Source: an optimization exercise on an open RTL-to-GDS flow (aim: small area). Production flows keep margins and buffers that such runs may drop. The RTL was checked by simulation tests, not by an equivalence proof against the original design. Power and IR drop assume default switching activity.

File: flow/run.sh
#!/bin/bash
# synth_recipe.tcl (not shown) runs the flow's synth.tcl, then flattens the netlist and writes it again
# the make line also repeats each setting of config.mk as NAME=value (left out here)
make -C /OpenROAD-flow-scripts/flow DESIGN_CONFIG=/design/flow/config.mk WORK_HOME=/design/flow/orfs CLKGATE_MAP_FILE= SYNTH_SCRIPT=/design/flow/synth_recipe.tcl finish
File: flow/constraint.sdc
create_clock -name core_clock -period 10.0 [get_ports {clk}]
set_input_delay 2.0000 -clock core_clock [delete_from_list [all_inputs] [get_ports {clk}]]
set_output_delay 2.0000 -clock core_clock [all_outputs]
set_load 0.01 [all_outputs]
File: flow/design.v
module mixer_multi_ramp #(
  parameter int N_CH      = 4,
  parameter int W_SAMPLE  = 24,
  parameter int W_GAIN    = 8,
  parameter int W_OUT     = 24,
  parameter int RAMP_STEP = 4
) (
  input  logic                   clk,
  input  logic                   rst_n,
  input  logic                   bclk,
  input  logic                   lrclk,
  input  logic [N_CH-1:0]        in,
  input  logic [N_CH*W_GAIN-1:0] level,
  input  logic [N_CH-1:0]        mute,
  output logic                   out,
  output logic [W_OUT-1:0]       out_p,
  output logic                   out_valid,
  output logic                   sat
);
  localparam int W_CNT = $clog2(W_SAMPLE + 1);
  localparam int W_ACC = W_SAMPLE + W_GAIN + $clog2(N_CH) + 1;
  localparam int W_CH  = (N_CH > 1) ? $clog2(N_CH) : 1;
  localparam int W_PRD = W_SAMPLE + W_GAIN + 1;
  localparam logic [W_CNT-1:0]  CNT_FULL = W_CNT'(W_SAMPLE);
  localparam logic [W_CH-1:0]   LAST_CH  = W_CH'(N_CH - 1);
  localparam logic [W_GAIN:0]   STEP     = (W_GAIN + 1)'(RAMP_STEP);
  typedef enum logic [1:0] {IDLE, MAC, SAT, DONE} state_t;
  state_t state_reg, state_next;
  logic   start, mac_en;
  logic bclk_q, lrclk_q;
  logic bclk_rise, bclk_fall, lr_edge;
  logic pending_reg;
  logic [N_CH*W_SAMPLE-1:0] sample_flat;
  logic [N_CH*W_GAIN-1:0]   gain_flat;
  logic [W_SAMPLE-1:0]      cur_sample;
  logic [W_GAIN-1:0]        cur_gain;
  logic signed [W_PRD-1:0]  prod;
  logic [W_CH-1:0]          ch_reg;
  logic signed [W_ACC-1:0]  acc_reg;
  logic signed [W_ACC-1:0]  shifted;
  logic [W_ACC-W_OUT:0]     hi_bits;
  logic                     over;
  logic [W_OUT-1:0]         clip_val;
  logic [W_OUT-1:0]         res_reg;
  logic                     res_sat_reg;
  logic [W_OUT-1:0]         out_sr_reg;
  logic [W_OUT-1:0]         out_p_reg;
  logic                     out_valid_reg;
  logic                     sat_reg;
  assign bclk_rise = bclk & ~bclk_q;
  assign bclk_fall = ~bclk & bclk_q;
  assign lr_edge   = lrclk ^ lrclk_q;
  always_ff @(posedge clk) begin
    bclk_q  <= bclk;
    lrclk_q <= lrclk;
  end
  generate
    for (genvar gi = 0; gi < N_CH; gi++) begin : g_ch
      logic [W_SAMPLE-1:0] sr_reg, word_reg, sample_reg, just_word;
      logic [W_CNT-1:0]    cnt_reg;
      logic [W_GAIN-1:0]   gain_reg, tgt, gain_next;
      logic [W_GAIN:0]     diff, delta;
      logic                up;
      assign just_word = sr_reg << (CNT_FULL - cnt_reg);
      always_ff @(posedge clk) begin
        if (!rst_n) begin
          sr_reg     <= '0;
          cnt_reg    <= '0;
          word_reg   <= '0;
          sample_reg <= '0;
        end else begin
          if (lr_edge) begin
            sr_reg   <= '0;
            cnt_reg  <= '0;
            word_reg <= just_word;
          end else if (bclk_rise && (cnt_reg < CNT_FULL)) begin
            sr_reg  <= {sr_reg[W_SAMPLE-2:0], in[gi]};
            cnt_reg <= cnt_reg + 1'b1;
          end
          if (start) sample_reg <= lr_edge ? just_word : word_reg;
        end
      end
      assign tgt       = mute[gi] ? '0 : level[gi*W_GAIN +: W_GAIN];
      assign up        = (tgt > gain_reg);
      assign diff      = up ? ({1'b0, tgt} - {1'b0, gain_reg}) : ({1'b0, gain_reg} - {1'b0, tgt});
      assign delta     = (diff > STEP) ? STEP : diff;
      assign gain_next = up ? (gain_reg + delta[W_GAIN-1:0]) : (gain_reg - delta[W_GAIN-1:0]);
      always_ff @(posedge clk) begin
        if (!rst_n)               gain_reg <= '0;
        else if (state_reg == DONE) gain_reg <= gain_next;
      end
      assign sample_flat[gi*W_SAMPLE +: W_SAMPLE] = sample_reg;
      assign gain_flat[gi*W_GAIN +: W_GAIN]       = gain_reg;
    end
  endgenerate
  always_comb begin
    cur_sample = '0;
    cur_gain   = '0;
    for (int i = 0; i < N_CH; i++) begin
      if (ch_reg == W_CH'(i)) begin
        cur_sample = sample_flat[i*W_SAMPLE +: W_SAMPLE];
        cur_gain   = gain_flat[i*W_GAIN +: W_GAIN];
      end
    end
  end
  assign prod = $signed(cur_sample) * $signed({1'b0, cur_gain});
  assign shifted  = acc_reg >>> (W_GAIN - 1);
  assign hi_bits  = shifted[W_ACC-1:W_OUT-1];
  assign over     = ~((&hi_bits) | (~|hi_bits));
  assign clip_val = !over ? shifted[W_OUT-1:0] :
                    shifted[W_ACC-1] ? {1'b1, {(W_OUT-1){1'b0}}} : {1'b0, {(W_OUT-1){1'b1}}};
  always_comb begin
    state_next = state_reg;
    start      = 1'b0;
    mac_en     = 1'b0;
    case (state_reg)
      IDLE: begin
        if (lr_edge || pending_reg) begin
          start      = 1'b1;
          state_next = MAC;
        end
      end
      MAC: begin
        mac_en = 1'b1;
        if (ch_reg == LAST_CH) state_next = SAT;
      end
      SAT:     state_next = DONE;
      DONE:    state_next = IDLE;
      default: state_next = IDLE;
    endcase
  end
  always_ff @(posedge clk) begin
    if (!rst_n) begin
      state_reg     <= IDLE;
      pending_reg   <= 1'b0;
      ch_reg        <= '0;
      acc_reg       <= '0;
      res_reg       <= '0;
      res_sat_reg   <= 1'b0;
      out_sr_reg    <= '0;
      out_p_reg     <= '0;
      out_valid_reg <= 1'b0;
      sat_reg       <= 1'b0;
    end else begin
      state_reg   <= state_next;
      pending_reg <= start ? 1'b0 : (pending_reg | (lr_edge && (state_reg != IDLE)));
      if (start) begin
        acc_reg <= '0;
        ch_reg  <= '0;
      end else if (mac_en) begin
        acc_reg <= acc_reg + W_ACC'(prod);
        ch_reg  <= ch_reg + 1'b1;
      end
      if (state_reg == SAT) begin
        res_reg     <= clip_val;
        res_sat_reg <= over;
      end
      out_valid_reg <= (state_reg == DONE);
      if (state_reg == DONE) begin
        out_p_reg  <= res_reg;
        sat_reg    <= res_sat_reg;
        out_sr_reg <= res_reg;
      end else if (bclk_fall) begin
        out_sr_reg <= out_sr_reg << 1;
      end
    end
  end
  assign out       = out_sr_reg[W_OUT-1];
  assign out_p     = out_p_reg;
  assign out_valid = out_valid_reg;
  assign sat       = sat_reg;
endmodule
File: flow/config.mk
export PLATFORM = sky130hd
export DESIGN_NAME = mixer_multi_ramp
export DESIGN_NICKNAME = mixer_multi_ramp
export VERILOG_FILES = /design/flow/design.v
export SDC_FILE = /design/flow/constraint.sdc
export NUM_CORES = 4
export LEC_CHECK = 0
export CAP_MARGIN = 20
export CORE_MARGIN = 2
export CORE_UTILIZATION = 40
export SLEW_MARGIN = 20
==> results of run 1 <==
per-stage QoR:
stage	area [um^2]	util, %
3_3_place_gp	34900	42.4
3_5_place_dp	34900	42.4
4_1_cts	36800	44.6
5_1_grt	36900	44.7
6_report	36900	44.7
2_1_floorplan	33400	-
final cells by class:
type                       instances  area, um^2  share of cell area, %
clock inverter                    26         385                   1.05
inverter                         338        1270                   3.44
timing repair buffer             113        1040                   2.82
antenna                            1        2.50                0.00679
multi-input combinational       2965       22200                   60.2
sequential                       457        9150                   24.8
tap                             1070        1340                   3.63
clock buffer                      73        1480                   4.02
worst min-delay path, stage by stage (launching register included):
cell and delay, ns:
dfxtp_1 0.31, nand2_1 0.05, a21oi_1 0.05
cell usage after synthesis, types with 9 or more instances:
library cell / number / area share [%]
nand2_1: 636 / 7.2
dfxtp_1: 457 / 27
a21oi_1: 357 / 5.4
inv_1: 337 / 3.8
nor2_1: 302 / 3.4
fa_1: 195 / 12
clkbuf_1: 188 / 2.1
ha_1: 188 / 7.1
mux2i_1: 174 / 5.2
o21ai_0: 135 / 2.0
nor2b_1: 105 / 2.0
o22a_1: 98 / 2.6
nand2b_1: 73 / 1.4
a21o_1: 65 / 1.5
o211a_1: 59 / 1.8
nand3_1: 58 / 0.87
xnor2_1: 55 / 1.4
buf_1: 45 / 0.51
xor2_1: 44 / 1.2
a211oi_1: 42 / 0.95
mux4_2: 38 / 2.6
o211ai_1: 33 / 0.74
nor3_1: 24 / 0.36
a32o_1: 21 / 0.63
and3_1: 21 / 0.39
o21ai_1: 21 / 0.32
mux2_2: 16 / 0.54
a22o_1: 15 / 0.39
nand4_1: 15 / 0.28
and2_1: 14 / 0.26
a31oi_1: 11 / 0.21
o21bai_1: 11 / 0.25
a221oi_1: 10 / 0.26
a21boi_0: 9 / 0.20
o221ai_1: 9 / 0.24
metal layers:
layer	vias to the layer above	track usage (%)	part of all wire, %
met5	-	0	0
met4	0	3.44	1.4
met3	68	2.11	3.4
met2	390	31.0	45
met1	12700	27.1	50
li1	13500	-	-
report_power, final:
group	switching, mW	leakage [nW]	internal, mW
registers	0.178	3.71	2.06
logic	1.33	11.6	0.799
clock network	0.838	0.902	1.21
cell families after synthesis:
kind of cell | after synthesis
AO/OA/AOI/OAI | 958
multiplexers | 231
adder cells (fa/ha/maj) | 383
AND/OR/NAND/NOR | 1294
flip-flops | 457
buffers and inverters | 580
XOR/XNOR | 99
final timing paths:
path,endpoint,slack (ns),cells after the start
max,g_ch[1].gain_reg[7]$_SDFFE_PN0P_,2.04,26
min,g_ch[1].sr_reg[23]$_SDFFE_PP0P_,0.45,2
max reg2reg,acc_reg[30]$_SDFFE_PP0N_,2.12,23
min reg2reg,g_ch[1].sr_reg[23]$_SDFFE_PP0P_,0.45,2
==> flow_metrics.tcl, run 1 <==
set metrics [dict create \
    synth_warnings 1 \
    status "complete, no violations" \
    wl_per_cell_um 16.0 \
    critPathTopFamily "compound AO/OA/AOI/OAI gates" \
    nNetsFinal 4355 \
    p_leak_nw 16.2 \
    hold_start "g_ch[1].sr_reg[23]$_SDFFE_PP0P_" \
    holdWs_ns 0.454 \
    layout_common_cells "nand2_1 (635), dfxtp_1 (456), a21oi_1 (355)" \
    cts-root-buf "clkbuf_16" \
    async_flop_share_pct 0 \
    drt-pass1-iter-count 5 \
    synth_compound_area_share_pct 19.0 \
    post_cts_buffers 0 \
    num_rows 105 \
    num_io_pins 71 \
    yosysSeqAreaShare_pct 27.4 \
    final_cells 5043 \
    crit_path_max_incr_delay_ns 0.57 \
    worst-endpoint-arrival_ns 8.50 \
    gp_congestion 0.890 \
    cp-startpoint "mute[1]" \
    fin_crit_sh_pct 79.6 \
    peakVddDrop_uv 141 \
    io_buffers 70 \
    cap_violations 0 \
    worst_path_max_delay_cell "clkdlybuf4s50_1" \
    syn_area_um2 33400 \
    dp.cells 4942 \
    core_area_um2 82400 \
    rsz0062_at_grt "false" \
    max_freq_mhz 126 \
    cts_hold_buf 0 \
    path_buf_inv 2 \
    hold_class "flip-flop to flip-flop" \
    timing.final.ws_setup_ns 2.04 \
    path_max_fanout 15 \
    htree_num_levels 2 \
    synth.distinct_cells 83 \
    min_period_ns 7.96 \
    cts_tree "built" \
    mostFrequentLayoutCell "nand2_1" \
    synth_top_family_by_area "compound AO/OA/AOI/OAI gates" \
    synthCells 4002 \
    vias 26700 \
    yosys.area_share.simple_pct 17.2 \
    avgSynthCellArea_um2 8.33 \
    grt_pass1_vias 25900 \
    synth-xor-area-share_pct 2.60 \
    chipWidth_um 293 \
    routed_wl_mm 80.9 \
    overflow 0 \
    syn_nets 4429 \
    clkLatencyLatePin_ns 0.64 \
    clock_skew_ns 0.0405 \
    synth_edf_count 0 \
    tns_ns 0 \
    initial_core_util_pct 40.5 \
    drive_gt1_share_pct 5.82 \
    grt_start_max_net_pins 110 \
    fillCellCount 8137 \
    grt_pass1_wl_mm 135 \
    yosys.area_share.adder_pct 18.8 \
    cp.required_ns 10.54 \
    area_growth_syn_to_layout_pct 10.5 \
    relSlewSlack_pct 26.1 \
    p_per_area_nw_per_um2 174 \
    drc 0 \
    die_area_um2 85700 \
    worstMarginPinSlew_ns 1.11 \
    antenna_left 0 \
    critPathKind "primary input to flip-flop" \
    numClockSinks 457 \
    finalMaxSlewViolations 0 \
    die_y_um 293 \
    p_total_mw 6.41 \
    dp_slack_ns 1.53 \
    clock_path_buffers 3 \
    r2r_start "ch_reg[0]$_SDFFE_PP0N_" \
    synth_seq_cells 457 \
    hold_viol 0 \
    final-setup-viol-count 0 \
    ys.flop_type "dfxtp_1" \
    clk_pin_slew_worst_paths_ns 0.06 \
    viasPerCell 5.29 \
    cts_made_buffers 53 \
    grtUsageTotal_pct 18.9 \
    worst_setup_path_end_kind "flip-flop" \
    dp_hpwl_mm 60.1 \
    cts_resized 0 \
    antenna_found_initial 0 \
    drt-initial-drc-count 1667 \
    muxShareOfSynthArea_pct 8.43 \
    startpoint_type "primary input" \
]
==> run 2, diff against run 1 <==
==> flow/design.v (replaced) <==
module mixer_multi_ramp (
  input  logic        clk,
  input  logic        rst_n,
  input  logic        bclk,
  input  logic        lrclk,
  input  logic [3:0]  in,
  input  logic [31:0] level,
  input  logic [3:0]  mute,
  output logic        out,
  output logic [23:0] out_p,
  output logic        out_valid,
  output logic        sat
);
  logic        bclk_q, lrclk_q;
  logic        rise, fall, tog;
  logic        busy, act;
  logic [4:0]  cnt;
  logic [33:0] acc;
  logic [7:0]  g [4];
  logic [9:0]  bsum;
  logic        first, full, res_en, rot_en, done;
  logic [1:0]  ch;
  logic [7:0]  tgt, gnew;
  logic [8:0]  d;
  logic        over;
  logic [23:0] res;
  logic        out_q;
  logic        sbit;
  assign rise = bclk & ~bclk_q;
  assign fall = ~bclk & bclk_q;
  assign tog  = lrclk ^ lrclk_q;
  assign act  = tog | busy;
  always_ff @(posedge clk) begin
    bclk_q  <= bclk;
    lrclk_q <= lrclk;
  end
  assign full   = cnt[4] & cnt[3];
  assign first  = (cnt == 5'd0);
  assign res_en = act & (cnt == 5'd24);
  assign rot_en = act & full & ~cnt[2];
  assign done   = act & cnt[2] & full;
  assign ch     = cnt[1:0];
  always_ff @(posedge clk) begin
    if (!rst_n) begin
      cnt  <= '0;
      busy <= 1'b0;
    end else begin
      if (tog) busy <= 1'b1;
      else if (done) busy <= 1'b0;
      if (done) cnt <= '0;
      else if (act | (rise & ~full)) cnt <= cnt + 5'd1;
    end
  end
  always_comb begin
    bsum = '0;
    for (int c = 0; c < 4; c++) if (in[c] & bclk) bsum = bsum + {2'b0, g[c]};
  end
  always_ff @(posedge clk) begin
    if ((rise | act) & ~full) acc <= first ? -{24'b0, bsum} : {acc[32:0], 1'b0} + {24'b0, bsum};
  end
  assign tgt  = mute[ch] ? 8'd0 : level[ch*8 +: 8];
  assign d    = {1'b0, tgt} - {1'b0, g[0]};
  always_comb begin
    if (!d[8] && d[7:0] > 8'd4)      gnew = g[0] + 8'd4;
    else if (d[8] && d[7:0] < 8'd252) gnew = g[0] - 8'd4;
    else                              gnew = tgt;
  end
  always_ff @(posedge clk) begin
    if (!rst_n) begin
      for (int c = 0; c < 4; c++) g[c] <= '0;
    end else if (rot_en) begin
      g[0] <= g[1];
      g[1] <= g[2];
      g[2] <= g[3];
      g[3] <= gnew;
    end
  end
  assign over = ~((&acc[33:30]) | ~(|acc[33:30]));
  assign res  = over ? {acc[33], {23{~acc[33]}}} : acc[30:7];
  always_comb begin
    sbit = 1'b0;
    for (int k = 0; k < 24; k++) if (cnt == 5'(k)) sbit = out_p[23-k];
  end
  always_ff @(posedge clk) begin
    if (!rst_n) begin
      out_p     <= '0;
      sat       <= 1'b0;
      out_valid <= 1'b0;
      out_q     <= 1'b0;
    end else begin
      out_valid <= res_en;
      if (res_en) begin
        out_p <= res;
        sat   <= over;
      end
      if (res_en)    out_q <= res[23];
      else if (fall) out_q <= sbit;
    end
  end
  assign out = out_q;
endmodule
==> run 2 against run 1 <==
Still clean. Combinational power fell by about 80%. Wire length decreased by 72%. Clock skew fell by 0.022 ns. Sequential cell count decreased by 356. Synthesized area down 76%.
==> flow_metrics.tcl, run 2 <==
set metrics [dict create \
    drc 0 \
    switching_share_pct 35.4 \
    post-synth-top-count-cell "nand2_1" \
    grtUsageTotal_pct 21.7 \
    dp_hpwl_mm 16.6 \
    synthCells 946 \
    cts-root-buf "clkbuf_16" \
    nNetsFinal 1084 \
    wl_per_cell_um 18.1 \
    synth_seq_cells 101 \
    synth.largest_area_cell "dfxtp_1" \
    overflow 0 \
    peakVddDrop_uv 107 \
    fin_crit_sh_pct 86.1 \
    cp.required_ns 10.12 \
    synth_edf_count 34 \
    drive_gt1_share_pct 6.26 \
    antenna_left 0 \
    synth.distinct_cells 82 \
    relSlewSlack_pct 30.3 \
    min_period_ns 8.61 \
    worst_setup_path_end_kind "flip-flop" \
    drt-initial-drc-count 473 \
    path_max_fanout 16 \
    synthTopCellsByCount "nand2_1 (101), dfxtp_1 (67), nor2_1 (56)" \
    diodes 0 \
    clk_pin_slew_worst_paths_ns 0.09 \
    p_per_area_nw_per_um2 145 \
    p_leak_nw 3.43 \
    p_int_mw 0.871 \
    clock_path_buffers 2 \
    area_growth_syn_to_layout_pct 15.8 \
    cts_resized 0 \
    max_freq_mhz 116 \
    yosys.area.top_type_share_pct 16.7 \
    hold_class "flip-flop to flip-flop" \
    synth_warnings 2 \
    pwr-share-clk_pct 28.7 \
    grt_pass1_vias 6815 \
    worstMarginPinSlew_ns 1.04 \
    post_cts_buffers 0 \
    seqPwrFrac_pct 40.2 \
    layout_common_cells "nand2_1 (100), clkdlybuf4s50_1 (69), dfxtp_1 (67)" \
    startpoint_type "primary input" \
    mostFrequentLayoutCell "nand2_1" \
    cap_violations 0 \
    power_switching_mw 0.476 \
    drt-pass1-iter-count 4 \
    antenna_found_initial 0 \
    avgSynthCellArea_um2 8.48 \
    clock_skew_ns 0.0181 \
    final-setup-viol-count 0 \
    hold_viol 0 \
    regMostFlops "acc" \
    regArea_um2 2360 \
    htree_num_levels 3 \
    critPathKind "primary input to flip-flop" \
    num_io_pins 71 \
    grt_start_max_net_pins 61 \
    status "complete, no violations" \
    viasPerCell 5.71 \
    vias 7166 \
    largest_reg_flops 34 \
    utilization_pct 47.4 \
    fillCellCount 1986 \
    die_y_um 146 \
    core_area_um2 19600 \
    syn_area_um2 8020 \
    num_rows 51 \
    yosysSeqAreaShare_pct 29.4 \
    initial_core_util_pct 41.0 \
    syn_nets 1044 \
    cts_hold_buf 0 \
    chipWidth_um 146 \
    multi_input_area_um2 5360 \
    synth.area.top_cells "dfxtp_1 (17%), edfxtp_1 (13%), ha_1 (7.6%)" \
    routed_wl_mm 22.8 \
    die_area_um2 21200 \
    finalMaxSlewViolations 0 \
    cts_tree "built" \
    worst-endpoint-arrival_ns 8.73 \
    grt_pass1_wl_mm 37.3 \
    comb_power_share_pct 31.0 \
    rsz0062_at_grt "false" \
    tns_ns 0 \
    numClockSinks 101 \
    gp_congestion 0.859 \
    async_flop_share_pct 0 \
    cts_made_buffers 9 \
    clkLatencyLatePin_ns 0.36 \
    io_buffers 70 \
    ys.flop_type "dfxtp_1" \
]
-- run 2: cells by family (layout without fill, tap and decap cells) --
| kind of cell | count (synthesis) | in the layout | synth area share [%] |
|---|---|---|---|
| AO/OA/AOI/OAI | 264 | 264 | 23.0 |
| flip-flops | 101 | 101 | 29.4 |
| AND/OR/NAND/NOR | 369 | 369 | 24.5 |
| buffers and inverters | 87 | 132 | 4.29 |
| adder cells (fa/ha/maj) | 54 | 54 | 8.89 |
| XOR/XNOR | 51 | 51 | 5.74 |
| multiplexers | 20 | 20 | 4.13 |
-- run 2: area by class of cell --
type                    count  area share (%)
multi-input cells         758            57.8
flip-flops and latches    101            25.4
repair buffers             79            8.22
well taps                 265            3.57
clock buffers               9            2.42
inverters                  37            1.50
clock inverters             7            1.10
-- run 2: critical path: stages --
cell	delay, ns
clkdlybuf4s50_1	0.64
and3_1	0.32
ha_1	0.27
a21o_1	0.21
a21oi_1	0.18
mux2i_1	0.23
xor2_1	0.34
nor2_1	0.08
ha_1	0.35
nor3b_1	0.38
mux2_2	0.39
nor2_1	0.10
a21oi_1	0.08
ha_1	0.26
or3_1	0.36
a221oi_1	0.30
o32ai_1	0.20
inv_1	0.14
ha_1	0.27
o21ai_0	0.20
nand2b_1	0.12
a31o_2	0.27
a41oi_1	0.53
nor2_1	0.18
a211oi_1	0.24
nor3_1	0.08
-- run 2: power by group through the flow --
stage               logic (mW)  clock network (mW)  registers [mW]
floorplan                0.326                   0           0.522
global placement         0.412                   0           0.551
detailed placement       0.415                   0           0.550
CTS                      0.417               0.392           0.541
global route             0.468               0.407           0.550
finish                   0.418               0.387           0.542
-- run 2: routing by layer --
| metal | vias up | part of all wire (%) | GRT usage (%) |
|---|---|---|---|
| met4 | 0 | 1.7 | 5.59 |
| met5 | - | 0 | 0 |
| met3 | 23 | 5.4 | 4.01 |
| met2 | 189 | 43 | 32.4 |
| met1 | 3375 | 50 | 32.0 |
| li1 | 3579 | - | - |
-- run 2: path summary, 6_finish.rpt --
path,start,to,slack [ns],depth (start not counted)
worst max register to register,g[0][1]$_SDFFE_PN0P_,acc[33]$_DFFE_PP_,3.26,25
worst min-delay path,g[1][7]$_SDFFE_PN0P_,g[0][7]$_SDFFE_PN0P_,0.49,2
worst min register to register,g[1][7]$_SDFFE_PN0P_,g[0][7]$_SDFFE_PN0P_,0.49,2
worst max-delay path,in[0],acc[33]$_DFFE_PP_,1.39,26
-- run 2: stage by stage --
stage | std cells | instance area (um^2) | power (mW) | hold WS [ns] | setup slack, ns
final | 1256 | 9290 | 1.35 | 0.488 | 1.39
after global routing | 1256 | 9290 | 1.42 | 0.511 | 0.852
after CTS | 1256 | 9280 | 1.35 | 0.490 | 1.18
after detailed placement | 1240 | 8950 | 0.965 | 0.479 | 0.806
after global placement | 1240 | 8940 | 0.962 | 0.474 | 0.855
after floorplan | 946 | 8020 | 0.848 | 0.455 | 2.06

static timing again, ports no longer ideal:
No port has a modelled driver above. Below, the same layouts with a new extraction and two added sets of constraints.
Step 1: set_driving_cell puts a clkbuf_16 on clk and a buf_2 on each other input, an assumption about the parent block.
Step 2 times the ports against the registers' clock, not the clock port: input delays grow and output delays shrink by t, the midpoint of the rising clock arrivals with the driver on.
Slacks: ideal / step 1 / step 2; pairs: ideal / step 1.
| run | t (ns) | setup slack, ns | hold slack, ns |
|---|---|---|---|
| run 1 | 0.688 | 2.041 / 2.082 / 1.394 | 0.454 / 0.454 / 0.454 |
| run 2 | 0.401 | 1.387 / 1.409 / 1.007 | 0.488 / 0.488 / 0.488 |
After both steps every run listed still meets setup and hold. For run 1, which loses most, drivers alone change the setup slack by +0.041 ns; drivers and shift together by -0.647 ns.
